Background: an optimization exercise with open tools, aiming at small area, a short achievable clock period and few clock cycles. Do not read the settings as production practice. In this exercise RTL edits were held to simulation tests only and were not proved equivalent to the original. Power figures rest on the tool's default switching activity, not on a simulated workload.

**design.v**
```verilog
`timescale 1ns/1ns
`default_nettype none
package chip8_bus_pkg;
  typedef logic [11:0] addr_t;
  typedef logic [7:0] data_t;
  localparam addr_t PROGRAM_START = 12'h200;
  localparam addr_t INSTR_BYTES = 12'd2;
endpackage
`default_nettype wire
`timescale 1ns/1ns
`default_nettype none
package chip8_isa_pkg;
  typedef logic [3:0] reg_idx_t;
  typedef struct packed {
    logic [3:0] op;
    reg_idx_t x;
    reg_idx_t y;
    logic [3:0] n;
  } nib_view_t;
  typedef struct packed {
    logic [3:0] op;
    reg_idx_t x;
    logic [7:0] kk;
  } imm_view_t;
  typedef struct packed {
    logic [3:0] op;
    logic [11:0] nnn;
  } addr_view_t;
  typedef union packed {
    nib_view_t nib;
    imm_view_t imm;
    addr_view_t addr;
  } opcode_t;
  localparam logic [3:0] OP_SYS = 4'h0;
  localparam logic [3:0] OP_JP = 4'h1;
  localparam logic [3:0] OP_CALL = 4'h2;
  localparam logic [3:0] OP_SE_IMM = 4'h3;
  localparam logic [3:0] OP_SNE_IMM = 4'h4;
  localparam logic [3:0] OP_SE_REG = 4'h5;
  localparam logic [3:0] OP_LD_IMM = 4'h6;
  localparam logic [3:0] OP_ADD_IMM = 4'h7;
  localparam logic [3:0] OP_ALU = 4'h8;
  localparam logic [3:0] OP_SNE_REG = 4'h9;
  localparam logic [3:0] OP_LD_I = 4'hA;
  localparam logic [3:0] OP_JP_V0 = 4'hB;
  localparam logic [3:0] OP_MISC = 4'hF;
  localparam logic [7:0] MISC_GET_DT = 8'h07;
  localparam logic [7:0] MISC_SET_DT = 8'h15;
  localparam logic [7:0] MISC_ADD_I = 8'h1E;
  localparam logic [7:0] MISC_BCD = 8'h33;
  localparam logic [7:0] MISC_STORE = 8'h55;
  localparam logic [7:0] MISC_LOAD = 8'h65;
  localparam logic [15:0] OPC_RET = 16'h00EE;
  localparam reg_idx_t FLAG_REG = 4'hF;
endpackage
`default_nettype wire
`timescale 1ns/1ns
`default_nettype none
module chip8_alu (
  input wire [3:0] op,
  input wire chip8_bus_pkg::data_t kk,
  input wire chip8_bus_pkg::data_t a,
  input wire chip8_bus_pkg::data_t b,
  input wire chip8_bus_pkg::data_t timer,
  output chip8_bus_pkg::data_t result,
  output logic wr,
  output logic flag,
  output logic flag_en,
  output logic skip
);
  logic [3:0] n;
  logic is_alu;
  logic inv_a;
  logic inv_b;
  chip8_bus_pkg::data_t p;
  chip8_bus_pkg::data_t q;
  logic [8:0] sum;
  logic eq_ab;
  logic eq_ak;
  assign n = kk[3:0];
  assign is_alu = (op == chip8_isa_pkg::OP_ALU);
  assign inv_a = is_alu & (n == 4'h7);
  assign inv_b = is_alu & (n == 4'h5);
  assign p = inv_a ? ~a : a;
  assign q = (op == chip8_isa_pkg::OP_ADD_IMM) ? kk : (inv_b ? ~b : b);
  assign sum = {1'b0, p} + {1'b0, q} + {8'd0, inv_a | inv_b};
  assign eq_ab = (a == b);
  assign eq_ak = (a == kk);
  always_comb begin
    result = a;
    flag = 1'b0;
    flag_en = 1'b0;
    case (n)
      4'h0: result = b;
      4'h1: result = a | b;
      4'h2: result = a & b;
      4'h3: result = a ^ b;
      4'h4: begin
        result = sum[7:0];
        flag = sum[8];
        flag_en = 1'b1;
      end
      4'h5: begin
        result = sum[7:0];
        flag = sum[8];
        flag_en = 1'b1;
      end
      4'h6: begin
        result = a >> 1;
        flag = a[0];
        flag_en = 1'b1;
      end
      4'h7: begin
        result = sum[7:0];
        flag = sum[8] & ~eq_ab;
        flag_en = 1'b1;
      end
      4'hE: begin
        result = a << 1;
        flag = a[7];
        flag_en = 1'b1;
      end
      default: ;
    endcase
    case (op)
      chip8_isa_pkg::OP_LD_IMM: result = kk;
      chip8_isa_pkg::OP_ADD_IMM: result = sum[7:0];
      chip8_isa_pkg::OP_MISC: result = timer;
      default: ;
    endcase
    flag_en = flag_en & is_alu;
  end
  always_comb begin
    wr = 1'b0;
    skip = 1'b0;
    case (op)
      chip8_isa_pkg::OP_SE_IMM: skip = eq_ak;
      chip8_isa_pkg::OP_SNE_IMM: skip = ~eq_ak;
      chip8_isa_pkg::OP_SE_REG: skip = (n == 4'h0) & eq_ab;
      chip8_isa_pkg::OP_SNE_REG: skip = (n == 4'h0) & ~eq_ab;
      chip8_isa_pkg::OP_LD_IMM: wr = 1'b1;
      chip8_isa_pkg::OP_ADD_IMM: wr = 1'b1;
      chip8_isa_pkg::OP_ALU: wr = 1'b1;
      chip8_isa_pkg::OP_MISC: wr = (kk == chip8_isa_pkg::MISC_GET_DT);
      default: ;
    endcase
  end
endmodule
`default_nettype wire
`timescale 1ns/1ns
`default_nettype none
module chip8_regfile (
  input wire clk,
  input wire reset,
  input wire chip8_isa_pkg::reg_idx_t rd_x_idx,
  input wire chip8_isa_pkg::reg_idx_t rd_y_idx,
  input wire wr_en,
  input wire chip8_isa_pkg::reg_idx_t wr_idx,
  input wire chip8_bus_pkg::data_t wr_data,
  input wire flag_wr_en,
  input wire flag_data,
  output chip8_bus_pkg::data_t rd_x_data,
  output chip8_bus_pkg::data_t rd_y_data,
  output chip8_bus_pkg::data_t v0_data
);
  chip8_bus_pkg::data_t regs [16];
  assign rd_x_data = regs[rd_x_idx];
  assign rd_y_data = regs[rd_y_idx];
  assign v0_data = regs[0];
  always_ff @(posedge clk) begin
    for (int r = 0; r < 16; r++) begin
      if (reset) begin
        regs[r] <= '0;
      end else if (flag_wr_en && r == 15) begin
        regs[r] <= {7'd0, flag_data};
      end else if (wr_en && wr_idx == 4'(r)) begin
        regs[r] <= wr_data;
      end
    end
  end
endmodule
`default_nettype wire
`timescale 1ns/1ns
`default_nettype none
module chip8_call_stack #(
  parameter int STACK_DEPTH = 16
) (
  input wire clk,
  input wire reset,
  input wire push,
  input wire pop,
  input wire chip8_bus_pkg::addr_t push_addr,
  output chip8_bus_pkg::addr_t top
);
  localparam int IDX_W = $clog2(STACK_DEPTH);
  localparam logic [IDX_W:0] FULL_COUNT = (IDX_W + 1)'(STACK_DEPTH);
  chip8_bus_pkg::addr_t entries [STACK_DEPTH];
  logic [IDX_W:0] count;
  logic [IDX_W-1:0] top_idx;
  assign top_idx = count[IDX_W-1:0] - IDX_W'(1);
  assign top = entries[top_idx];
  always_ff @(posedge clk or posedge reset) begin
    if (reset) begin
      count <= '0;
    end else if (push) begin
      count <= count + 1'b1;
    end else if (pop) begin
      count <= count - 1'b1;
    end
  end
  always_ff @(posedge clk) begin
    if (push) entries[count[IDX_W-1:0]] <= push_addr;
  end
endmodule
`default_nettype wire
`timescale 1ns/1ns
`default_nettype none
module chip8_delay_timer #(
  parameter int TICK_DIV = 64
) (
  input wire clk,
  input wire reset,
  input wire load,
  input wire chip8_bus_pkg::data_t load_value,
  output chip8_bus_pkg::data_t value
);
  localparam int CNT_W = $clog2(TICK_DIV + 1);
  localparam logic [CNT_W-1:0] LAST = CNT_W'(TICK_DIV - 1);
  logic [CNT_W-1:0] div_cnt;
  logic tick;
  assign tick = (div_cnt == LAST);
  always_ff @(posedge clk or posedge reset) begin
    if (reset) begin
      div_cnt <= '0;
      value <= '0;
    end else begin
      div_cnt <= tick ? '0 : div_cnt + 1'b1;
      if (load) begin
        value <= load_value;
      end else if (tick && value != '0) begin
        value <= value - 8'd1;
      end
    end
  end
endmodule
`default_nettype wire
`timescale 1ns/1ns
`default_nettype none
module chip8_control (
  input wire clk,
  input wire reset,
  input wire mem_req_ready,
  input wire mem_rsp_valid,
  input wire chip8_bus_pkg::data_t mem_rdata,
  input wire chip8_bus_pkg::data_t rd_x_data,
  input wire chip8_bus_pkg::data_t rd_y_data,
  input wire chip8_bus_pkg::data_t v0_data,
  input wire chip8_bus_pkg::addr_t stack_top,
  input wire chip8_bus_pkg::data_t timer_value,
  output logic mem_req_valid,
  output logic mem_req_write,
  output chip8_bus_pkg::addr_t mem_addr,
  output chip8_bus_pkg::data_t mem_wdata,
  output chip8_isa_pkg::reg_idx_t rd_x_idx,
  output chip8_isa_pkg::reg_idx_t rd_y_idx,
  output logic wr_en,
  output chip8_isa_pkg::reg_idx_t wr_idx,
  output chip8_bus_pkg::data_t wr_data,
  output logic flag_wr_en,
  output logic flag_data,
  output logic stack_push,
  output logic stack_pop,
  output chip8_bus_pkg::addr_t push_addr,
  output logic timer_load,
  output chip8_bus_pkg::data_t timer_load_value
);
  localparam logic [1:0] MK_STORE = 2'd0;
  localparam logic [1:0] MK_BCD = 2'd1;
  localparam logic [1:0] MK_LOAD = 2'd2;
  logic rq_v;
  logic rq_w;
  chip8_bus_pkg::addr_t rq_a;    
  chip8_bus_pkg::data_t rq_d;
  logic [1:0] ocnt;      
  logic [1:0] dcnt;      
  logic use_npc;         
  chip8_bus_pkg::addr_t npc;   
  logic half;            
  logic squash;          
  chip8_bus_pkg::data_t hi_q;
  logic hi_jp, hi_call, hi_00, hi_f;
  chip8_bus_pkg::data_t lo_q;
  logic ir_v;            
  chip8_bus_pkg::data_t opx;
  chip8_bus_pkg::data_t opy;
  chip8_isa_pkg::reg_idx_t xidx;
  chip8_bus_pkg::addr_t i_reg;
  logic m_iss;           
  logic [1:0] m_kind;
  logic [3:0] mcnt;      
  logic [3:0] mlast;
  logic l_act;           
  logic [3:0] lidx;
  logic [1:0] b_h;
  logic [6:0] b_rem;
  logic [3:0] op;
  assign op = hi_q[7:4];
  chip8_bus_pkg::data_t e_data;
  logic e_wr, e_flag, e_flag_en, e_skip;
  chip8_alu chip8_alu_inst (
    .op, .kk(lo_q), .a(opx), .b(opy), .timer(timer_value),
    .result(e_data), .wr(e_wr), .flag(e_flag), .flag_en(e_flag_en), .skip(e_skip)
  );
  logic acc_rd, slot_free;
  logic [1:0] ocnt_a;
  logic ocnt_room;
  logic live, ld_rsp, ib, hi_b, lo_b, lo_ok;
  logic r_jp, r_call, r_ret, r_redir, r_mop;
  logic lo_mop, lo_store, lo_bcd, lo_load;
  logic e_redir, redirect;
  chip8_bus_pkg::addr_t tgt;
  chip8_bus_pkg::addr_t npc_inc;
  chip8_bus_pkg::addr_t bnnn_tgt;
  assign acc_rd = rq_v & mem_req_ready & ~rq_w;
  assign slot_free = ~rq_v | mem_req_ready;
  assign ocnt_a = ocnt + {1'b0, acc_rd} - {1'b0, mem_rsp_valid};
  assign ocnt_room = (ocnt_a != 2'd2);
  assign live = mem_rsp_valid & (dcnt == 2'd0);
  assign ld_rsp = live & l_act;
  assign ib = live & ~l_act;
  assign hi_b = ib & ~half;
  assign lo_b = ib & half;
  assign lo_ok = lo_b & ~squash;
  assign lo_store = (mem_rdata == chip8_isa_pkg::MISC_STORE);
  assign lo_bcd = (mem_rdata == chip8_isa_pkg::MISC_BCD);
  assign lo_load = (mem_rdata == chip8_isa_pkg::MISC_LOAD);
  assign lo_mop = lo_store | lo_bcd | lo_load;
  assign r_jp = lo_ok & hi_jp;
  assign r_call = lo_ok & hi_call;
  assign r_ret = lo_ok & hi_00 & (mem_rdata == 8'hEE);
  assign r_redir = r_jp | r_call | r_ret;
  assign r_mop = lo_ok & hi_f & lo_mop;
  assign npc_inc = npc + 12'd1;
  assign bnnn_tgt = {hi_q[3:0], lo_q} + chip8_bus_pkg::addr_t'(v0_data);
  assign e_redir = ir_v & (op == chip8_isa_pkg::OP_JP_V0);
  assign redirect = r_redir | e_redir;
  always_comb begin
    if (r_ret) tgt = stack_top;
    else if (r_redir) tgt = {hi_q[3:0], mem_rdata};
    else tgt = bnnn_tgt;
  end
  assign push_addr = npc_inc;
  assign stack_push = r_call;
  assign stack_pop = r_ret;
  assign rd_x_idx = xidx;
  assign rd_y_idx = mem_rdata[7:4];
  assign timer_load_value = opx;
  assign timer_load = ir_v & (op == chip8_isa_pkg::OP_MISC) & (lo_q == chip8_isa_pkg::MISC_SET_DT);
  assign flag_wr_en = ir_v & e_flag_en;
  assign flag_data = e_flag;
  always_comb begin
    if (ld_rsp) begin
      wr_en = 1'b1;
      wr_idx = lidx;
      wr_data = mem_rdata;
    end else begin
      wr_en = ir_v & e_wr;
      wr_idx = hi_q[3:0];
      wr_data = e_data;
    end
  end
  logic [1:0] h_dig;
  logic [6:0] h_rem;
  always_comb begin
    if (rd_x_data >= 8'd200) begin
      h_dig = 2'd2;
      h_rem = 7'(rd_x_data - 8'd200);
    end else if (rd_x_data >= 8'd100) begin
      h_dig = 2'd1;
      h_rem = 7'(rd_x_data - 8'd100);
    end else begin
      h_dig = 2'd0;
      h_rem = rd_x_data[6:0];
    end
  end
  logic [3:0] t_dig;
  logic [3:0] u_dig;
  assign t_dig = 4'(b_rem / 7'd10);
  assign u_dig = 4'(b_rem % 7'd10);
  logic m_iss_n;
  logic [1:0] m_kind_n;
  logic [3:0] mlast_n;
  logic m_go, f_go;
  logic m_done;
  chip8_bus_pkg::data_t m_data;
  chip8_bus_pkg::addr_t a_free;
  assign m_iss_n = m_iss | r_mop;
  assign m_kind_n = r_mop ? (lo_store ? MK_STORE : lo_bcd ? MK_BCD : MK_LOAD) : m_kind;
  assign mlast_n = r_mop ? (lo_bcd ? 4'd2 : hi_q[3:0]) : mlast;
  assign m_go = slot_free & m_iss_n & ((m_kind_n != MK_LOAD) | ocnt_room);
  assign f_go = slot_free & ~m_iss_n & ocnt_room;
  assign m_done = (mcnt == mlast_n);
  always_comb begin
    case (m_kind_n)
      MK_STORE: m_data = m_iss ? rd_x_data : v0_data;
      MK_BCD: begin
        if (!m_iss) m_data = 8'(h_dig);
        else if (mcnt == 4'd0) m_data = 8'(b_h);
        else if (mcnt == 4'd1) m_data = 8'(t_dig);
        else m_data = 8'(b_rem);
      end
      default: m_data = rd_x_data;
    endcase
  end
  always_comb begin
    if (m_iss_n) a_free = i_reg + chip8_bus_pkg::addr_t'(mcnt);
    else if (redirect) a_free = tgt;
    else if (use_npc) a_free = npc;
    else if (rq_v) a_free = rq_a + 12'd1;
    else a_free = rq_a;
  end
  assign mem_req_valid = rq_v;
  assign mem_req_write = rq_w;
  assign mem_addr = rq_a;
  assign mem_wdata = rq_d;
  always_ff @(posedge clk) begin
    if (slot_free) begin
      rq_w <= m_iss_n & (m_kind_n != MK_LOAD);
      rq_a <= a_free;
      rq_d <= m_data;
    end
    if (hi_b) begin
      hi_q <= mem_rdata;
      hi_jp <= (mem_rdata[7:4] == chip8_isa_pkg::OP_JP);
      hi_call <= (mem_rdata[7:4] == chip8_isa_pkg::OP_CALL);
      hi_00 <= (mem_rdata == 8'h00);
      hi_f <= (mem_rdata[7:4] == chip8_isa_pkg::OP_MISC);
    end
    lo_q <= mem_rdata;
    opx <= rd_x_data;
    opy <= rd_y_data;
    if (hi_b) xidx <= mem_rdata[3:0];
    else if (r_mop) xidx <= {3'd0, m_go};
    else if (m_go) xidx <= xidx + 4'd1;
    if (r_mop) begin
      mlast <= mlast_n;
      b_h <= h_dig;
      b_rem <= h_rem;
      lidx <= '0;
    end else begin
      if (m_go && m_kind == MK_BCD && mcnt == 4'd1) b_rem <= 7'(u_dig);
      if (ld_rsp) lidx <= lidx + 4'd1;
    end
  end
  always_ff @(posedge clk or posedge reset) begin
    if (reset) begin
      rq_v <= 1'b0;
      ocnt <= '0;
      dcnt <= '0;
      use_npc <= 1'b1;
      npc <= chip8_bus_pkg::PROGRAM_START;
      half <= 1'b0;
      squash <= 1'b0;
      ir_v <= 1'b0;
      i_reg <= '0;
      m_iss <= 1'b0;
      m_kind <= '0;
      mcnt <= '0;
      l_act <= 1'b0;
    end else begin
      ocnt <= ocnt_a;
      m_kind <= m_kind_n;
      if (redirect) npc <= tgt;
      else if (ib) npc <= npc_inc;
      if (redirect || r_mop) begin
        dcnt <= ocnt_a + {1'b0, rq_v & ~mem_req_ready & ~rq_w};
      end else if (mem_rsp_valid && dcnt != 2'd0) begin
        dcnt <= dcnt - 2'd1;
      end
      if (redirect) half <= 1'b0;
      else if (ib) half <= ~half;
      ir_v <= lo_ok & ~r_redir & ~r_mop;
      if (lo_b) squash <= 1'b0;
      else if (ir_v && e_skip) squash <= 1'b1;
      if (ir_v) begin
        if (op == chip8_isa_pkg::OP_LD_I) i_reg <= {hi_q[3:0], lo_q};
        else if (op == chip8_isa_pkg::OP_MISC && lo_q == chip8_isa_pkg::MISC_ADD_I)
          i_reg <= i_reg + chip8_bus_pkg::addr_t'(opx);
      end
      if (r_mop) l_act <= lo_load;
      else if (ld_rsp && lidx == mlast) l_act <= 1'b0;
      if (slot_free) rq_v <= m_go | f_go;
      if (r_mop) use_npc <= 1'b1;
      else if (redirect) use_npc <= ~slot_free;
      else if (slot_free && !m_iss_n) use_npc <= 1'b0;
      if (m_go) begin
        m_iss <= ~m_done;
        mcnt <= m_done ? 4'd0 : mcnt + 4'd1;
      end else begin
        m_iss <= m_iss_n;
      end
    end
  end
endmodule
`default_nettype wire
`timescale 1ns/1ns
`default_nettype none
module chip8_cpu #(
  parameter int TICK_DIV = 64,
  parameter int STACK_DEPTH = 16
) (
  input wire clk,
  input wire reset,
  input wire mem_req_ready,
  input wire mem_rsp_valid,
  input wire chip8_bus_pkg::data_t mem_rdata,
  output logic mem_req_valid,
  output logic mem_req_write,
  output chip8_bus_pkg::addr_t mem_addr,
  output chip8_bus_pkg::data_t mem_wdata
);
  chip8_isa_pkg::reg_idx_t rd_x_idx;
  chip8_isa_pkg::reg_idx_t rd_y_idx;
  chip8_isa_pkg::reg_idx_t wr_idx;
  chip8_bus_pkg::data_t rd_x_data;
  chip8_bus_pkg::data_t rd_y_data;
  chip8_bus_pkg::data_t v0_data;
  chip8_bus_pkg::data_t wr_data;
  chip8_bus_pkg::data_t timer_value;
  chip8_bus_pkg::data_t timer_load_value;
  chip8_bus_pkg::addr_t stack_top;
  chip8_bus_pkg::addr_t push_addr;
  logic wr_en;
  logic flag_wr_en;
  logic flag_data;
  logic stack_push;
  logic stack_pop;
  logic timer_load;
  chip8_control chip8_control_inst (
    .clk, .reset,
    .mem_req_ready, .mem_rsp_valid, .mem_rdata,
    .rd_x_data, .rd_y_data, .v0_data,
    .stack_top, .timer_value,
    .mem_req_valid, .mem_req_write, .mem_addr, .mem_wdata,
    .rd_x_idx, .rd_y_idx,
    .wr_en, .wr_idx, .wr_data, .flag_wr_en, .flag_data,
    .stack_push, .stack_pop, .push_addr,
    .timer_load, .timer_load_value
  );
  chip8_regfile chip8_regfile_inst (
    .clk, .reset, .rd_x_idx, .rd_y_idx,
    .wr_en, .wr_idx, .wr_data, .flag_wr_en, .flag_data,
    .rd_x_data, .rd_y_data, .v0_data
  );
  chip8_call_stack #(.STACK_DEPTH(STACK_DEPTH)) chip8_call_stack_inst (
    .clk, .reset, .push(stack_push), .pop(stack_pop), .push_addr, .top(stack_top)
  );
  chip8_delay_timer #(.TICK_DIV(TICK_DIV)) chip8_delay_timer_inst (
    .clk, .reset, .load(timer_load), .load_value(timer_load_value), .value(timer_value)
  );
endmodule
`default_nettype wire
```
**run.sh**
```bash
#!/bin/bash
# synth_recipe.tcl (not shown) runs the flow's synth.tcl, then flattens the netlist and writes it again
# the make line also repeats each setting of config.mk as NAME=value (left out here)
make -C /OpenROAD-flow-scripts/flow DESIGN_CONFIG=/design/flow/config.mk WORK_HOME=/design/flow/orfs CLKGATE_MAP_FILE= SYNTH_SCRIPT=/design/flow/synth_recipe.tcl finish
```
**config.mk**
```make
export PLATFORM = sky130hd
export DESIGN_NAME = chip8_cpu
export DESIGN_NICKNAME = chip8_cpu
export VERILOG_FILES = /design/flow/design.v
export SDC_FILE = /design/flow/constraint.sdc
export NUM_CORES = 4
export LEC_CHECK = 0
export CAP_MARGIN = 20
export CORE_MARGIN = 2
export CORE_UTILIZATION = 40
export SLEW_MARGIN = 20
```
**constraint.sdc**
```tcl
create_clock -name core_clock -period 10.0 [get_ports {clk}]
set_input_delay 2.0000 -clock core_clock [delete_from_list [all_inputs] [get_ports {clk}]]
set_output_delay 2.0000 -clock core_clock [all_outputs]
set_load 0.01 [all_outputs]
```
==> qor.yml, run 1 <==
placed_cells: 3112
yosysWarnings: 6
initial_core_util_pct: 40.6
power_mw: 6.68
clk_latency_ns: 0.64
synth_area_leaders: "edfxtp_1 30%, dfxtp_1 13%, dfrtp_1 5.9%"
pin_count: 34
grt.total_usage_pct: 24.0
syn_inst: 2388
antenna_found_initial: 0
routedWlPerCell_um: 24.2
viasPerCell: 6.12
synth-edff-count: 242
clock_path_buffers: 3
diodes: 0
critPathMostFrequentCell: "or3_4"
ctsHtreeMaxLevel: 2
die_y_um: 252
clock_sink_count: 458
clockRootBuffer: "clkbuf_16"
rsz0062_at_grt: "no"
grt_pass1_wl_um: 116000
max_freq_mhz: 176
cts_buffers: 51
syn-num-nets: 2479
largest_register_ffs: 192
status: "finished clean"
num-fill-cells: 5522
finalSetupViolations: 0
final-hold-violation-count: 0
rows: 90
hp-class: "flop to flop"
synth_cell_types: 92
drive_gt1_share_pct: 11.5
synthTopCellsByCount: "242 x edfxtp_1, 236 x nor2_1, 230 x nand2_1"
rr_worst_depth: 18
syn_area_um2: 24600
tns_ns: 0
critical_path_cell_count: 10
worst_slew_pin_slew_ns: 1.18
final_cell_count_no_fill: 3208
crit_chain: "clkdlybuf4s50_1 > nand3b_1 > nor3b_4 > o211ai_4 > clkinv_1 > buf_4 > nor2_1 > or3_4 > or3_4 > nand2_1"
syn_avg_cell_area_um2: 10.3
grt_max_degree: 99
clock_skew_ns: 0.0573
yosysMostFrequentCell: "edfxtp_1"
routed-via-count: 19600
drt_iter0_markers: 2035
routed_wl_um: 77500
synth_ff_type: "edfxtp_1"
async_reset_ff_share_pct: 13.1
clk_pin_slew_ns: 0.06
syn_to_final_growth_pct: 12.9
cp_max_fo: 22
final_net_count: 2474
required_ns: 10.28
drc: 0
worstPathArrival_ns: 5.96
final_antenna_net_count: 0
dr.pass1.iters: 8
crit_slowest_cell: "nor3b_4"
slew_headroom_pct: 21.0
ir_drop_v: 0.000169
postCtsSetupBuffers: 0
io_buffers: 33
slew_violations: 0
synth_top_area_share_pct: 29.6
ctsResizeCount: 0
maxCapViolCount: 0
worst_setup_path_start_kind: "primary input"
die_area_um2: 63400
p_leak_nw: 10.0
fin_crit_sh_pct: 56.8
hold_buffers: 0
crit_buf_inv: 3
synth_top_cell_by_area: "edfxtp_1"
criticalPathCategory: "primary input to flop"
hpwlAfterDp_um: 53100
gp_congestion: 0.968
min_path_cells: 1
power_density_nw_per_um2: 241
seq_area_um2: 11900
grt_pass1_vias: 18700
ys_seq_elements: 458
worstSetupEndpointType: "flop"
max_stage_delay_ns: 0.60
finish.utilization_pct: 45.8
cp_top_family: "simple AND/OR/NAND/NOR gates"
multi_input_area_um2: 11900
fin_crit_ns: 5.68
die_w_um: 252
yosysSeqAreaShare_pct: 48.4
grt.overflow.total: 0
core_area_um2: 60600
cts_tree: "done"
[cells by family after synthesis]
logic type / synth area share, %
buffers and inverters: 3.80
adder cells (fa/ha/maj): 4.21
flip-flops: 48.4
AO/OA/AOI/OAI: 16.1
XOR/XNOR: 3.81
AND/OR/NAND/NOR: 13.4
multiplexers: 10.2
[final cells by class]
class                           count  area share (%)
Sequential cell                   458            42.9
Multi-Input combinational cell   1692            42.7
Clock buffer                       63            5.06
Tap cell                          782            3.53
Timing Repair Buffer               89            2.64
Clock inverter                     33            1.91
Inverter                           91            1.24
[power breakdown]
part	leakage [nW]	switching (mW)	internal (mW)
Sequential	4.26	0.234	2.28
Combinational	4.84	1.20	0.830
Clock	0.926	0.839	1.29
[final timing paths]
check	slack [ns]	startpoint	to
worst max-delay path	4.32	mem_rsp_valid	chip8_control_inst.b_rem[2]
worst min-delay path	0.46	chip8_delay_timer_inst.div_cnt[0]	chip8_delay_timer_inst.div_cnt[0]
worst max register to register	4.69	chip8_control_inst.hi_q[6]	chip8_regfile_inst.regs[13][6]
worst min register to register	0.46	chip8_delay_timer_inst.div_cnt[0]	chip8_delay_timer_inst.div_cnt[0]
max in group asynchronous	7.51	reset	chip8_call_stack_inst.count[0]
min in group asynchronous	1.80	reset	chip8_control_inst.npc[1]
[metal layers]
metal,part of all wire [%],GRT usage (%),vias up
li1,-,-,8795
met1,42,32.6,9717
met2,45,38.3,901
met3,7.5,3.15,207
met4,4.8,10.8,0
met5,0,0,-
[cell usage in the layout, fill, tap and decap left out, types with 12 or more instances in the layout]
cell type          n
buf_4             57
inv_1             86
a31oi_1           19
dfxtp_1          156
mux2i_1           99
edfxtp_1         242
clkbuf_16         52
a21o_1            13
mux4_2            59
dfrtp_1           57
and3_1            22
and2_1            18
a32oi_1           16
a22oi_1           47
xnor2_1           66
ha_1              72
a222oi_1          13
o22ai_1           14
a21oi_1          165
mux2_2            17
o221ai_1          12
clkdlybuf4s50_1   29
o21ai_0          172
a221oi_1          19
a211oi_1          25
nor2b_1           26
nand2_1          230
nand3_1           57
xor2_1            34
nand2b_1          26
nor3_1            26
nor2_1           234
[metrics by stage]
step	cell area, um^2	setup WS (ns)	hold slack (ns)
finish	27700	4.32	0.459
global route	27700	4.14	0.495
CTS	27700	4.37	0.462
detailed placement	25800	3.75	0.455
global placement	25800	3.82	0.446
floorplan	24600	5.14	0.433
Testbench counts, summed over its fixed seeds: cycles 577,562.
==> run 2, diff against run 1 <==
--- a/config.mk
+++ b/config.mk
@@ -7,2 +7,3 @@
 export LEC_CHECK = 0
+export ABC_CLOCK_PERIOD_IN_PS = 3000
 export CAP_MARGIN = 20
@@ -10,2 +11,3 @@
 export CORE_UTILIZATION = 40
+export SETUP_SLACK_MARGIN = 5
 export SLEW_MARGIN = 20
==> run 2 against run 1 <==
Effect of this change:
- synthesized cell count unchanged
- setup slack better by 0.74 ns
- clock skew shrank 0.00092 ns
- wire length is 0.60% higher
- largest power group unchanged
- power increased by 0.22%
- via count is essentially flat
- sequential power hardly changed
==> qor.yml, run 2 <==
status: "finished clean"  # unchanged
clk_latency_ns: 0.65  # was 0.64 ns
synth_cell_types: 92  # unchanged
gp_congestion: 0.968  # unchanged
seqPwrFrac_pct: 37.6  # was 37.7%
fin_ws_ns: 5.06  # was 4.32 ns
p_int_mw: 4.41  # about the same
slew_violations: 0  # unchanged
clock_sink_count: 458  # unchanged
clock_skew_ns: 0.0564  # was 0.0573 ns
synth_ff_type: "edfxtp_1"  # unchanged
ir_drop_v: 0.000167  # was 0.000169 V
ys_seq_elements: 458  # unchanged
criticalPathCategory: "primary input to flop"  # unchanged
largest_register_ffs: 192  # unchanged
sw_frac_of_total_pct: 34.1  # about the same
clockRootBuffer: "clkbuf_16"  # unchanged
place_area_um2: 25800  # unchanged
clk_pin_slew_ns: 0.06  # about the same
drt_iter0_markers: 2082  # was 2035
yosysWarnings: 6  # unchanged
hpwlAfterDp_um: 53100  # unchanged
io_buffers: 33  # unchanged
pin_count: 34  # unchanged
async_reset_ff_share_pct: 13.1  # unchanged
ctsHtreeMaxLevel: 2  # unchanged
synthTopCellsByCount: "242 x edfxtp_1, 236 x nor2_1, 230 x nand2_1"  # unchanged
finalSetupViolations: 0  # unchanged
worst_setup_path_start_kind: "primary input"  # unchanged
max_freq_mhz: 202  # was 176 MHz
fin_crit_sh_pct: 49.4  # was 56.8%
die_y_um: 252  # unchanged
hp-class: "flop to flop"  # unchanged
syn_avg_cell_area_um2: 10.3  # unchanged
grt.overflow.total: 0  # unchanged
p_clk_share_pct: 31.8  # was 31.9%
grt_max_degree: 99  # unchanged
worstSetupEndpointType: "flop"  # unchanged
r2r_slack_ns: 5.31  # was 4.69 ns
grt_pass1_vias: 18800  # was 18700
rows: 90  # unchanged
p_leak_nw: 10.1  # was 10.0 nW
cts_tree: "done"  # unchanged
diodes: 0  # unchanged
crit_start: "mem_rdata[6]"  # was mem_rsp_valid
rsz0062_at_grt: "no"  # unchanged
clock_path_buffers: 3  # unchanged
mostFrequentLayoutCells: "242 x edfxtp_1, 232 x nor2_1, 229 x nand2_1, 172 x o21ai_0, 165 x a21oi_1"  # was 242 x edfxtp_1, 234 x nor2_1, 230 x nand2_1, 172 x o21ai_0, 165 x a21oi_1
routedWlPerCell_um: 24.3  # was 24.2 um
tns_ns: 0  # unchanged
final_area_um2: 27900  # was 27700 um^2
fin_crit_ns: 4.94  # was 5.68 ns
synth_top_area_share_pct: 29.6  # unchanged
dr.pass1.iters: 7  # was 8
syn_inst: 2388  # unchanged
synth-edff-count: 242  # unchanged
final_net_count: 2481  # was 2474
drc: 0  # unchanged
slew_headroom_pct: 23.6  # was 21.0%
syn_to_final_growth_pct: 13.5  # was 12.9%
antenna_found_initial: 0  # unchanged
die_w_um: 252  # unchanged
num-fill-cells: 5505  # was 5522
final_antenna_net_count: 0  # unchanged
yosysSeqAreaShare_pct: 48.4  # unchanged
comb_power_share_pct: 30.6  # was 30.4%
power_density_nw_per_um2: 240  # was 241 nW/um^2
drive_gt1_share_pct: 12.1  # was 11.5%
viasPerCell: 6.10  # was 6.12
r2r_end: "chip8_regfile_inst.regs[1][2]"  # was chip8_regfile_inst.regs[13][6]
syn_area_um2: 24600  # unchanged
cp_max_fo: 38  # was 22
r2r-start: "chip8_control_inst.hi_q[6]"  # unchanged
routed_wl_um: 78000  # was 77500 um
core_area_um2: 60600  # unchanged
final_cell_count_no_fill: 3215  # was 3208
worstPathArrival_ns: 5.24  # was 5.96 ns
hold_buffers: 0  # unchanged
placed_cells: 3112  # unchanged
power.switching_mw: 2.28  # about the same
maxCapViolCount: 0  # unchanged
die_area_um2: 63400  # unchanged
syn-num-nets: 2479  # unchanged
synth_area_leaders: "edfxtp_1 30%, dfxtp_1 13%, dfrtp_1 5.9%"  # unchanged
finish.utilization_pct: 46.0  # was 45.8%
cts_buffers: 51  # unchanged
required_ns: 10.30  # was 10.28 ns
synth_top_cell_by_area: "edfxtp_1"  # unchanged
dp_slack_ns: 3.75  # unchanged
routed-via-count: 19600  # about the same
worstSetupEndpoint: "chip8_control_inst.b_rem[2]"  # unchanged
final-hold-violation-count: 0  # unchanged
final_common_cell: "edfxtp_1"  # unchanged
initial_core_util_pct: 40.6  # unchanged
worst_slew_pin_slew_ns: 1.14  # was 1.18 ns
grt_pass1_wl_um: 117000  # was 116000 um
grt.total_usage_pct: 24.1  # was 24.0%
yosysMostFrequentCell: "edfxtp_1"  # unchanged
rr_worst_depth: 18  # unchanged
-- run 2: cell counts after synthesis --
No cell type changed its count.
-- run 2: layout make-up --
| class | instances | area [um^2] | share of cell area, % |
|---|---|---|---|
| clock buffer | 63 | 1400 | 5.03 |
| clock inverter | 33 | 529 | 1.90 |
| inverter | 91 | 344 | 1.23 |
| multi-input combinational | 1693 | 11900 | 42.8 |
| sequential | 458 | 11900 | 42.7 |
| tap | 782 | 978 | 3.51 |
| timing repair buffer | 95 | 796 | 2.85 |
-- run 2: cells by family (layout without fill, tap and decap cells) --
logic type / Yosys count / after routing / synth area share (%)
XOR/XNOR: 107 / 107 / 3.81
adder cells (fa/ha/maj): 79 / 79 / 4.21
AO/OA/AOI/OAI: 618 / 619 / 16.1
AND/OR/NAND/NOR: 713 / 713 / 13.4
flip-flops: 458 / 458 / 48.4
multiplexers: 175 / 175 / 10.2
buffers and inverters: 238 / 282 / 3.80
-- run 2: metal layers --
layer  part of all wire [%]  GRT usage (%)  vias to the layer above  wire length [um]
met5                      0              0                        -                 0
met4                    4.7           10.9                        0              3700
met3                    7.7           3.13                      195              6030
met2                     46           38.4                      929             35500
met1                     42           32.9                     9669             32800
li1                       -              -                     8813                 -
-- run 2: timing repair --
action                                  in CTS  in global routing
gates cloned                                 1                  0
hold endpoints to repair                     0                  0
endpoints found under the setup margin      73                 56
pin swaps                                    5                  0
buffers inserted                             6                  0
resized for setup                           14                  8
-- run 2: critical path, cell delays in order --
cell and delay [ns]:
clkdlybuf4s50_1 0.43, buf_8 0.20, or2_4 0.30, or4_4 0.56, o31ai_4 0.12, nor2_4 0.06, a21oi_4 0.20, inv_4 0.10
and3_4 0.20, or3_4 0.46, or3_4 0.44, nand2_2 0.15
-- run 2: power by group through the flow --
stage	clock [mW]	sequential (mW)	combinational, mW
6_report	2.13	2.52	2.05
5_1_grt	2.22	2.54	2.21
4_1_cts	2.16	2.51	2.03
3_5_place_dp	0	2.55	2.01
3_3_place_gp	0	2.55	1.97
2_1_floorplan	0	2.43	1.38
-- run 2: how the worst min path moves through the flow --
stage,start,endpoint,slack (ns),depth (start not counted)
2_1_floorplan,chip8_delay_timer_inst.div_cnt[0],chip8_delay_timer_inst.div_cnt[0],0.43,1
6_report,chip8_delay_timer_inst.div_cnt[0],chip8_delay_timer_inst.div_cnt[0],0.46,1
3_3_place_gp,chip8_delay_timer_inst.div_cnt[0],chip8_delay_timer_inst.div_cnt[0],0.45,1
3_5_place_dp,chip8_delay_timer_inst.div_cnt[0],chip8_delay_timer_inst.div_cnt[0],0.45,1
4_1_cts,chip8_delay_timer_inst.div_cnt[0],chip8_delay_timer_inst.div_cnt[0],0.46,1
5_1_grt,chip8_delay_timer_inst.div_cnt[0],chip8_delay_timer_inst.div_cnt[0],0.49,1
-- run 2: metrics by stage --
step | power (mW) | hold WS [ns]
after detailed placement | 4.56 | 0.455
after CTS | 6.70 | 0.462
after global placement | 4.52 | 0.446
after global routing | 6.97 | 0.495
final | 6.70 | 0.459
after floorplan | 3.82 | 0.433
==> run 3, diff against run 2 <==
==> flow/run.sh (new file) <==
#!/bin/bash
# the standard layout, with its timing repair aiming for a larger setup margin
set -euo pipefail
bash standard.sh SETUP_SLACK_MARGIN=6.5 finish > standard.log 2>&1
==> standard.sh (new file) <==
#!/bin/bash
# synth_recipe.tcl (not shown) runs the flow's synth.tcl, then flattens the netlist and writes it again
# the make line also repeats each setting of config.mk as NAME=value (left out here)
make -C /OpenROAD-flow-scripts/flow DESIGN_CONFIG=/design/flow/config.mk WORK_HOME=/design/flow/orfs CLKGATE_MAP_FILE= SYNTH_SCRIPT=/design/flow/synth_recipe.tcl "${@:-finish}"
removed: run.sh
==> run 3 against run 2 <==
Effect of this change:
- setup slack better by 0.78 ns
- maximum frequency up 19%
- wire length grew 12%
- utilization is 6.2 points higher
- sequential power about the same
- clock power shrank 12%
- final cell count rose by 5.5%
- combinational power increased by 28%
- design area up 13%
- sequential cell count did not move
==> qor.yml, run 3 <==
status: "finished clean"  # unchanged
sw_frac_of_total_pct: 35.9  # was 34.1%
antenna_found_initial: 4  # was 0
worstPathArrival_ns: 4.50  # was 5.24 ns
min_path_cells: 1  # unchanged
drive_gt1_share_pct: 27.5  # was 12.1%
synth_ff_type: "edfxtp_1"  # unchanged
maxCapViolCount: 0  # unchanged
clock_path_buffers: 3  # unchanged
max_freq_mhz: 240  # was 202 MHz
rsz0062_at_grt: "yes"  # was no
clock_skew_ns: 0.0300  # was 0.0564 ns
largest_register_ffs: 192  # unchanged
yosysMostFrequentCell: "edfxtp_1"  # unchanged
placed_cells: 3094  # was 3112
synth_cell_types: 92  # unchanged
criticalPathCategory: "primary input to flop"  # unchanged
dr.pass1.iters: 6  # was 7
crit_chain: "buf_12 > buf_12 > or2_4 > or4_4 > o31ai_4 > nor2_4 > a21oi_4 > inv_4 > and3_4 > or3_4 > or3_4 > o21ai_2"  # was clkdlybuf4s50_1 > buf_8 > or2_4 > or4_4 > o31ai_4 > nor2_4 > a21oi_4 > inv_4 > and3_4 > or3_4 > or3_4 > nand2_2
rows: 90  # unchanged
worstSetupEndpointType: "flop"  # unchanged
slew_violations: 0  # unchanged
final_net_count: 2659  # was 2481
grt_pass1_wl_um: 128000  # was 117000 um
routedWlPerCell_um: 25.8  # was 24.3 um
worst_slew_pin_slew_ns: 1.05  # was 1.14 ns
cts_buffers: 51  # unchanged
ir_drop_v: 0.000193  # was 0.000167 V
p_clk_share_pct: 26.9  # was 31.8%
cp_max_fo: 4  # was 38
grt_max_degree: 75  # was 99
grt.overflow.total: 0  # unchanged
syn-num-nets: 2479  # unchanged
syn_area_um2: 24600  # unchanged
clockRootBuffer: "clkbuf_16"  # unchanged
fin_crit_sh_pct: 41.7  # was 49.4%
drc: 0  # unchanged
fin_crit_ns: 4.17  # was 4.94 ns
cp_top_family: "simple AND/OR/NAND/NOR gates"  # unchanged
routed-via-count: 20900  # was 19600
comb_power_share_pct: 37.4  # was 30.6%
final_cell_count_no_fill: 3392  # was 3215
tns_ns: 0  # unchanged
synth_top_cell_by_area: "edfxtp_1"  # unchanged
die_area_um2: 63400  # unchanged
fin_ws_ns: 5.83  # was 5.06 ns
cts_tree: "done"  # unchanged
viasPerCell: 6.15  # was 6.10
core_area_um2: 60600  # unchanged
power_density_nw_per_um2: 221  # was 240 nW/um^2
critical_path_cell_count: 12  # unchanged
ys_seq_elements: 458  # unchanged
synth_area_leaders: "edfxtp_1 30%, dfxtp_1 13%, dfrtp_1 5.9%"  # unchanged
yosysWarnings: 6  # unchanged
slew_headroom_pct: 29.4  # was 23.6%
synthTopCellsByCount: "242 x edfxtp_1, 236 x nor2_1, 230 x nand2_1"  # unchanged
clk_latency_ns: 0.64  # was 0.65 ns
p_int_mw: 4.49  # was 4.41 mW
grt.total_usage_pct: 26.7  # was 24.1%
clock_sink_count: 458  # unchanged
dp_slack_ns: 3.86  # was 3.75 ns
async_reset_ff_share_pct: 13.1  # unchanged
rr_worst_depth: 16  # was 18
seq_area_um2: 11900  # about the same
syn_avg_cell_area_um2: 10.3  # unchanged
pin_count: 34  # unchanged
required_ns: 10.33  # was 10.30 ns
grt_pass1_vias: 19900  # was 18800
power.switching_mw: 2.51  # was 2.28 mW
final_antenna_net_count: 0  # unchanged
p_leak_nw: 11.8  # was 10.1 nW
initial_core_util_pct: 40.6  # unchanged
clk_pin_slew_ns: 0.06  # about the same
routed_wl_um: 87500  # was 78000 um
die_y_um: 252  # unchanged
final_common_cell: "edfxtp_1"  # unchanged
worst_setup_path_start_kind: "primary input"  # unchanged
ctsHtreeMaxLevel: 2  # unchanged
synth_top_area_share_pct: 29.6  # unchanged
final-hold-violation-count: 0  # unchanged
gp_congestion: 0.977  # was 0.968
io_buffers: 33  # unchanged
yosysSeqAreaShare_pct: 48.4  # unchanged
multi_input_area_um2: 13700  # was 11900 um^2
max_stage_delay_ns: 0.51  # was 0.56 ns
syn_to_final_growth_pct: 28.7  # was 13.5%
crit_buf_inv: 3  # unchanged
drt_iter0_markers: 2396  # was 2082
mostFrequentLayoutCells: "242 x edfxtp_1, 202 x nor2_1, 198 x nand2_1, 154 x buf_4, 153 x dfxtp_1"  # was 242 x edfxtp_1, 232 x nor2_1, 229 x nand2_1, 172 x o21ai_0, 165 x a21oi_1
seqPwrFrac_pct: 35.7  # was 37.6%
hold_slack_ns: 0.474  # was 0.459 ns
crit_slowest_cell: "or4_4"  # unchanged
die_w_um: 252  # unchanged
syn_inst: 2388  # unchanged
hp-class: "flop to flop"  # unchanged
num-fill-cells: 5154  # was 5505
r2r_slack_ns: 6.01  # was 5.31 ns
hpwlAfterDp_um: 54000  # was 53100 um
finalSetupViolations: 0  # unchanged
synth-edff-count: 242  # unchanged
## run 3: cell types whose count changed in the layout (fill, tap and decap cells not counted), moves of 24 or more
cell and change:
o21ai_0 -32, buf_12 +35, a21oi_2 +40, nor2_1 -30, a21oi_1 -45, buf_4 +95, nand2_1 -31, buf_6 +37
clkdlybuf4s50_1 -24
## run 3: path summary, 6_finish.rpt
| path | start | end |
|---|---|---|
| worst max-delay path | mem_rdata[6] | chip8_control_inst.b_rem[1] |
| worst min-delay path | chip8_delay_timer_inst.div_cnt[0] | chip8_delay_timer_inst.div_cnt[0] |
| worst max register to register | chip8_control_inst.xidx[1] | chip8_control_inst.rq_d[0] |
| worst min register to register | chip8_delay_timer_inst.div_cnt[0] | chip8_delay_timer_inst.div_cnt[0] |
| max in group asynchronous | reset | chip8_call_stack_inst.count[0] |
| min in group asynchronous | reset | chip8_call_stack_inst.count[3] |
## run 3: final cells by class
| class | instances | share of cell area, % |
|---|---|---|
| timing repair buffer | 272 | 9.53 |
| clock inverter | 24 | 0.886 |
| antenna | 3 | 0.0237 |
| tap | 782 | 3.09 |
| multi-input combinational | 1694 | 43.2 |
| sequential | 458 | 37.6 |
| clock buffer | 68 | 4.43 |
| inverter | 91 | 1.20 |
## run 3: cells by family after synthesis
family                   count (synthesis)  synth area share (%)
AO/OA/AOI/OAI                          618                  16.1
flip-flops                             458                  48.4
buffers and inverters                  238                  3.80
adder cells (fa/ha/maj)                 79                  4.21
XOR/XNOR                               107                  3.81
multiplexers                           175                  10.2
AND/OR/NAND/NOR                        713                  13.4
## run 3: metrics by stage
step / power [mW] / cell area, um^2 / utilization (%)
floorplan: 3.87 / 25100 / -
global placement: 4.56 / 26000 / 42.8
detailed placement: 4.60 / 26000 / 42.8
CTS: 6.79 / 30200 / 49.8
global route: 7.30 / 31600 / 52.2
finish: 7.01 / 31600 / 52.2
## run 3: power groups by stage
stage | clock network (mW) | registers (mW) | logic (mW)
after floorplan | 0 | 2.43 | 1.43
after global placement | 0 | 2.54 | 2.02
after detailed placement | 0 | 2.54 | 2.06
after CTS | 1.91 | 2.49 | 2.39
after global routing | 2.00 | 2.52 | 2.78
final | 1.88 | 2.50 | 2.62
## run 3: timing repair
action	CTS	global route
setup buffers	121	66
hold buffers	0	0
endpoints found under the setup margin	447	305
pin swaps	84	105
gates cloned	14	2
resized for setup	308	205
## run 3: routing by layer
metal  GRT usage (%)  part of all wire (%)  routed length [um]  vias to the layer above
met2            41.9                    46               40200                     1083
li1                -                     -                   -                     9173
met3            4.98                   8.3                7220                      297
met4            13.8                   5.6                4940                        0
met5               0                     0                   0                        -
met1            35.3                    40               35200                    10300
==> run 4, diff against run 3 <==
==> flow/run.sh (replaced) <==
#!/bin/bash
# the standard layout, with its timing repair aiming for a larger setup margin
set -euo pipefail
bash standard.sh SETUP_SLACK_MARGIN=7.5 finish > standard.log 2>&1
==> run 4 against run 3 <==
Effect of this change:
- synthesized area unchanged
- sequential power about the same
- synthesized cell count stayed put
- still clean on timing, DRC and antenna
- largest cell class unchanged
==> qor.yml, run 4 <==
gp_congestion: 0.931  # was 0.977
core_area_um2: 60600  # unchanged
synthTopCellsByCount: "242 x edfxtp_1, 236 x nor2_1, 230 x nand2_1"  # unchanged
grt.total_usage_pct: 29.3  # was 26.7%
rows: 90  # unchanged
grt_pass1_wl_um: 139000  # was 128000 um
clock_skew_ns: 0.0242  # was 0.0300 ns
crit_start: "mem_rdata[7]"  # was mem_rdata[6]
initial_core_util_pct: 40.6  # unchanged
ys_seq_elements: 458  # unchanged
hp-class: "flop to flop"  # unchanged
r2r-start: "chip8_control_inst.xidx[0]"  # was chip8_control_inst.xidx[1]
synth_ff_type: "edfxtp_1"  # unchanged
final-hold-violation-count: 0  # unchanged
synth_top_cell_by_area: "edfxtp_1"  # unchanged
drt_iter0_markers: 2635  # was 2396
drc: 0  # unchanged
synth_cell_types: 92  # unchanged
slew_headroom_pct: 33.5  # was 29.4%
finalSetupViolations: 0  # unchanged
slew_violations: 0  # unchanged
grt.overflow.total: 0  # unchanged
hpwlAfterDp_um: 53000  # was 54000 um
synth_area_leaders: "edfxtp_1 30%, dfxtp_1 13%, dfrtp_1 5.9%"  # unchanged
fin_crit_sh_pct: 41.0  # was 41.7%
die_y_um: 252  # unchanged
worst_slew_pin_slew_ns: 0.997  # was 1.05 ns
clk_latency_ns: 0.62  # was 0.64 ns
pin_count: 34  # unchanged
syn_inst: 2388  # unchanged
clock_sink_count: 458  # unchanged
syn_to_final_growth_pct: 40.8  # was 28.7%
syn_area_um2: 24600  # unchanged
cts_tree: "done"  # unchanged
wl_met1_um: 36500  # was 35200 um
syn-num-nets: 2479  # unchanged
dr_wl_met2_um: 43300  # was 40200 um
hold_path_startpoint: "chip8_delay_timer_inst.div_cnt[0]"  # unchanged
finish.utilization_pct: 57.1  # was 52.2%
fin_crit_ns: 4.10  # was 4.17 ns
die_area_um2: 63400  # unchanged
maxCapViolCount: 0  # unchanged
grt_pass1_vias: 21400  # was 19900
tns_ns: 0  # unchanged
clockRootBuffer: "clkbuf_16"  # unchanged
ctsHtreeMaxLevel: 2  # unchanged
grt_max_degree: 75  # unchanged
yosysSeqAreaShare_pct: 48.4  # unchanged
hold_buffers: 0  # unchanged
yosysWarnings: 6  # unchanged
die_w_um: 252  # unchanged
cp_max_fo: 4  # unchanged
final_antenna_net_count: 0  # unchanged
ir_drop_v: 0.000211  # was 0.000193 V
status: "finished clean"  # unchanged
worstSetupEndpointType: "flop"  # unchanged
syn_avg_cell_area_um2: 10.3  # unchanged
yosysMostFrequentCell: "edfxtp_1"  # unchanged
dr.pass1.iters: 8  # was 6
criticalPathCategory: "primary input to flop"  # unchanged
antenna_found_initial: 0  # was 4
mostFrequentLayoutCells: "242 x edfxtp_1, 209 x buf_4, 184 x nand2_1, 181 x nor2_1, 143 x dfxtp_1"  # was 242 x edfxtp_1, 202 x nor2_1, 198 x nand2_1, 154 x buf_4, 153 x dfxtp_1
clock_path_buffers: 3  # unchanged
max_freq_mhz: 244  # was 240 MHz
final_common_cell: "edfxtp_1"  # unchanged
dr_wl_met3_um: 10400  # was 7220 um
p_leak_nw: 12.9  # was 11.8 nW
power_density_nw_per_um2: 210  # was 221 nW/um^2
synth_top_area_share_pct: 29.6  # unchanged
viasPerCell: 6.31  # was 6.15
synth-edff-count: 242  # unchanged
diodes: 0  # was 3
worstPathArrival_ns: 4.43  # was 4.50 ns
highest_layer: "met5"  # was met4
routed-via-count: 22600  # was 20900
clk_pin_slew_ns: 0.06  # about the same
worst_setup_path_start_kind: "primary input"  # unchanged
required_ns: 10.33  # about the same
rsz0062_at_grt: "yes"  # unchanged
async_reset_ff_share_pct: 13.1  # unchanged
final_net_count: 2844  # was 2659
io_buffers: 33  # unchanged
largest_register_ffs: 192  # unchanged
cts_buffers: 50  # was 51
routed_wl_um: 97400  # was 87500 um
drive_gt1_share_pct: 37.1  # was 27.5%
routedWlPerCell_um: 27.2  # was 25.8 um
-- run 4: logic make-up (layout without fill, tap and decap cells) --
logic type               after synthesis  count (layout)  share of synthesized area (%)
AO/OA/AOI/OAI                        618             623                           16.1
adder cells (fa/ha/maj)               79              79                           4.21
XOR/XNOR                             107             107                           3.81
AND/OR/NAND/NOR                      713             728                           13.4
flip-flops                           458             458                           48.4
buffers and inverters                238             625                           3.80
multiplexers                         175             175                           10.2
-- run 4: area by class of cell --
class	count	area (um^2)
clock buffer	72	1370
clock inverter	22	226
fill	4777	26000
inverter	91	413
multi-input combinational	1712	14700
sequential	458	11900
tap	782	978
timing repair buffer	440	4930
-- run 4: critical path: stages --
cell,delay (ns)
buf_8,0.10
buf_12,0.13
or2_4,0.27
or4_4,0.52
o31ai_4,0.12
nor2_4,0.06
a21oi_4,0.15
inv_4,0.05
and3_4,0.16
or3_4,0.33
or3_4,0.40
o21ai_2,0.12
-- run 4: metal layers --
metal,GRT usage (%),vias up
met2,45.4,1460
li1,-,9582
met3,7.46,432
met5,0,-
met1,37.4,11100
met4,16.8,2
-- run 4: report_power, final --
part	total [mW]	internal, mW	leakage (nW)	switching (mW)
clock network	1.83	1.02	0.769	0.809
registers	2.52	2.29	4.26	0.230
logic	2.93	1.30	7.88	1.63
-- run 4: worst paths after layout --
kind	to	slack, ns	depth (start not counted)
worst max-delay path	chip8_control_inst.b_rem[1]	5.90	12
worst min-delay path	chip8_delay_timer_inst.div_cnt[0]	0.46	1
worst max register to register	chip8_control_inst.rq_d[0]	6.10	18
worst min register to register	chip8_delay_timer_inst.div_cnt[0]	0.46	1
max in group asynchronous	chip8_delay_timer_inst.div_cnt[4]	7.63	3
min in group asynchronous	chip8_call_stack_inst.count[1]	1.83	3
-- run 4: stage by stage --
step | hold WS [ns] | setup WS, ns | area [um^2] | total power, mW | instances
finish | 0.457 | 5.90 | 34600 | 7.28 | 3577
global route | 0.477 | 5.89 | 34600 | 7.52 | 3577
CTS | 0.460 | 5.88 | 32700 | 6.98 | 3487
detailed placement | 0.451 | 3.71 | 26300 | 4.62 | 3083
global placement | 0.447 | 3.78 | 26300 | 4.58 | 3082
floorplan | 0.433 | 5.27 | 25800 | 3.93 | 2388
-- run 4: repair_timing --
action / in CTS / in global routing
cloned: 35 / 5
endpoints found under the setup margin: 610 / 548
pin swaps: 162 / 126
setup buffers: 275 / 84
gates resized for setup: 576 / 240

## port drivers added, routing unchanged
The flow's constraints put no driver on any port. The routed layouts listed below were extracted and timed again, unchanged, in two steps.
Step 1 sets driving cells, clkbuf_16 on the clock port and buf_2 on the other inputs (assumed; they add their load-dependent delay and slew).
Step 2 also shifts input and output timing later by t, the mid clock arrival at the registers, as if the neighbouring blocks saw the same clock.
Three values: ideal ports, drivers, drivers and shift; two values: the first two.
run | shift t [ns] | setup slack, ns | worst register clock-pin slew, ns
run 1 | 0.677 | 4.320 / 4.356 / 3.679 | 0.07 / 0.07
run 2 | 0.679 | 5.055 / 5.094 / 4.414 | 0.07 / 0.07
run 3 | 0.682 | 5.834 / 5.847 / 5.165 | 0.07 / 0.07
run 4 | 0.674 | 5.895 / 5.907 / 5.233 | 0.07 / 0.07
After both steps every run listed still meets setup and hold. For run 3, which loses most, drivers alone change the setup slack by +0.013 ns; drivers and shift together by -0.669 ns.
